This is an optimization exercise on Yosys and OpenROAD, whose aim is small area and a short achievable clock period, not a production implementation. The RTL was checked by simulation tests, not by an equivalence proof against the original design. Power figures rest on the tool's default switching activity, not on a simulated workload.

== sierra ==
## router_nport
module router_nport #(
    parameter int NPORT  = 8,
    parameter int ADDR_W = $clog2(NPORT)
) (
    input  logic             clk,
    input  logic             reset_n,
    input  logic [NPORT-1:0] din,
    input  logic [NPORT-1:0] frame_n,
    input  logic [NPORT-1:0] valid_n,
    output logic [NPORT-1:0] busy_n,
    output logic [NPORT-1:0] dout,
    output logic [NPORT-1:0] valido_n,
    output logic [NPORT-1:0] frameo_n
);
For scale: roughly 0.0081 mm² of cells after synthesis.
Settings: LEC_CHECK=0, ABC_AREA=1, CAP_MARGIN=20, CORE_MARGIN=2, CORE_UTILIZATION=30, CTS_BUF_LIST=sky130_fd_sc_hd__clkbuf_8, PLACE_DENSITY=0.45, SLEW_MARGIN=20; clock period 10.0 ns.
standard.sh (not shown) runs the stock make flow with config.mk's settings and CLKGATE_MAP_FILE= SYNTH_SCRIPT=/design/flow/synth_recipe.tcl, a recipe that flattens the netlist after the stock synthesis.
==> flow/flow/run.sh <==
#!/bin/bash
# Own layout flow: the standard synthesis and layout, with small port
# buffers and repair_timing aiming for a larger setup margin (the SDC is
# unchanged).
set -euo pipefail
bash standard.sh synth > synth.log 2>&1
export BUFFER_PORTS_ARGS="-buffer_cell sky130_fd_sc_hd__buf_2"
export SETUP_SLACK_MARGIN=7.0
bash standard.sh finish > layout.log 2>&1
Looking at the reports, sierra completed the entire flow and the layout it produced met the timing, design-rule and antenna checks.
For violet, these inputs were changed with respect to sierra:
- CTS_BUF_LIST: sky130_fd_sc_hd__clkbuf_8 -> unset
--- a/flow/flow/run.sh
+++ b/flow/flow/run.sh
@@ -6,4 +6,4 @@
 bash standard.sh synth > synth.log 2>&1
 export BUFFER_PORTS_ARGS="-buffer_cell sky130_fd_sc_hd__buf_2"
-export SETUP_SLACK_MARGIN=7.0
+export SETUP_SLACK_MARGIN=6.85
 bash standard.sh finish > layout.log 2>&1
Notes after the runs:
Relative to sierra, final cell count decreased by 20 in violet.
Comparing global-route usage for violet and sierra, the smaller number came from violet.
violet and sierra ended up with roughly the same sum of internal, switching and leakage power.
Re clock tree buffer depth: no difference whatsoever between violet and sierra.
Fraction of layout instances using a drive strength above 1 came out lower on violet than on sierra.
violet completed end to end with timing, DRC and antenna clean.
violet vs sierra: portion of the clock cycle consumed by the worst path in the final layout up in violet
violet has number of vias after detailed routing below what sierra had.
Post-CTS setup buffer count: violet and sierra compared, lower one is violet
Taking sierra as the reference, in violet worst endpoint data arrival time went up, share of total power in combinational logic went down, average wire per cell in the routed design went up.
[inputs] juniper vs violet
==> flow/flow/run.sh <==
#!/bin/bash
# Own layout flow:
#  1. the standard synthesis (standard.sh synth);
#  2. the gates between the flip-flops re-mapped with an area-oriented ABC
#     script (flow/resynth.sh, flow/abc.script); flip-flops untouched;
#  3. the standard layout from that netlist, with small port buffers and
#     repair_timing aiming for a larger setup margin (the SDC is unchanged).
set -euo pipefail
work=$(pwd)
res=$work/orfs/results/sky130hd/router_nport/base
logs=$work/orfs/logs/sky130hd/router_nport/base
obj=$work/orfs/objects/sky130hd/router_nport/base
bash standard.sh synth > synth.log 2>&1
bash flow/resynth.sh "$res" "$logs" "$obj" "$work/flow/abc.script" > resynth_run.log 2>&1
mv "$res/1_2_yosys_new.v" "$res/1_2_yosys.v"
rm -f "$res/1_synth.odb" "$res/1_synth.sdc"
export BUFFER_PORTS_ARGS="-buffer_cell sky130_fd_sc_hd__buf_2"
export SETUP_SLACK_MARGIN=7.0
bash standard.sh finish > layout.log 2>&1
==> flow/flow/abc.script (new file) <==
&get -n
&st
&dch
&nf -R 1000
&put
topo
stime -c
==> flow/flow/resynth.sh (new file) <==
#!/bin/bash
# Re-map the combinational logic of the standard synthesis netlist with a
# different ABC script. Flip-flops are kept as they are (same instances,
# names and cell types); only the gates between them are rebuilt.
# usage: resynth.sh RESULTS_DIR LOG_DIR OBJECTS_DIR ABC_SCRIPT
set -euo pipefail
res=$1; logs=$2; obj=$3; scr=$4
lib=$FLOW_HOME/platforms/sky130hd/lib/sky130_fd_sc_hd__tt_025C_1v80.lib
yosys_bin=$(command -v yosys || echo "$FLOW_HOME/../tools/install/yosys/bin/yosys")

# every -dont_use argument of the standard synthesis' abc call
dont_use=$(grep -m1 '^abc ' "$logs/1_2_yosys.log" | grep -o -- '-dont_use [^ ]*' | tr '\n' ' ')
cp "$res/1_2_yosys.v" "$res/1_2_yosys_std.v"
cat > resynth.ys <<Y
read_liberty -overwrite -ignore_miss_func -setattr liberty_cell $lib
read_verilog $res/1_2_yosys_std.v
hierarchy -top $FLOW_TOP
setattr -mod -set keep_hierarchy 1 sky130_fd_sc_hd__df*
setattr -mod -set keep_hierarchy 1 sky130_fd_sc_hd__edf*
setattr -mod -set keep_hierarchy 1 sky130_fd_sc_hd__conb*
flatten
opt_clean
techmap
opt -fast
abc -script $scr -liberty $lib $dont_use -constr $obj/abc.constr
opt_clean -purge
hilomap -singleton -hicell sky130_fd_sc_hd__conb_1 HI -locell sky130_fd_sc_hd__conb_1 LO
splitnets
opt_clean -purge
stat -liberty $lib
select $FLOW_TOP
write_verilog -noattr -noexpr -nohex -nodec -selected $res/1_2_yosys_new.v
Y
"$yosys_bin" -l resynth.log resynth.ys > /dev/null
- The lower power density over the cells of juniper and violet is in violet.
- The estimated power of juniper ends up higher than the estimate for violet.
- Diff juniper..violet | number of buffers inserted during clock tree synthesis | unchanged
- juniper vs violet — wire length on met1 dropped by more than 10%
- The die width reported for juniper is smaller than that of violet by 7.9%.
- juniper vs violet: clock buffer count in the final layout down in juniper
> inputs changed (juniper -> willow)
- ABC_AREA now 0, was 1
==> flow/flow/run.sh <==
#!/bin/bash
# Own layout flow: the standard synthesis and layout, with small port
# buffers and repair_timing aiming for a larger setup margin (the SDC is
# unchanged).
set -euo pipefail
bash standard.sh synth > synth.log 2>&1
export BUFFER_PORTS_ARGS="-buffer_cell sky130_fd_sc_hd__buf_2"
export SETUP_SLACK_MARGIN=7.0
bash standard.sh finish > layout.log 2>&1
removed: flow/flow/abc.script
removed: flow/flow/resynth.sh
Findings:
Worst setup path startpoint: r_sr[0][1] -> juniper, r_sr[6][0] -> willow
Changes observed in willow relative to juniper: die footprint saw an increase; met3 layer wire length in the routed design saw a decrease; area used by multi-input combinational logic saw an increase; worst hold slack saw an increase.
Looking at critical path class, the reg2reg result is from juniper; the reg2out one comes from willow.

## what the ideal ports hide
The flow's constraints put no driver on any port. The routed layouts listed below were extracted and timed again, unchanged, in two steps. Step 1 assumes that a clkbuf_16 drives the clock port and a buf_2 every other input. Step 2 adds t to the input delays and takes it off the output delays; t is the mean of the earliest and latest rising clock arrival at the registers after step 1. Input paths then give back, and output paths get back, about the clock's delay inside the block. Three values: ideal, step 1, step 2; two values: the first two.
run	t (ns)	setup slack, ns	hold WS [ns]
sierra	0.446	6.950 / 6.901 / 6.544	0.555 / 0.555 / 0.555
violet	0.412	6.878 / 6.842 / 6.498	0.559 / 0.559 / 0.559
juniper	0.408	6.775 / 6.775 / 6.620	0.564 / 0.564 / 0.564
willow	0.415	6.926 / 6.873 / 6.637	0.665 / 0.665 / 0.665
After both steps setup and hold are still met in every run listed. For sierra, which loses most, drivers alone change the setup slack by -0.049 ns; drivers and shift together by -0.406 ns.
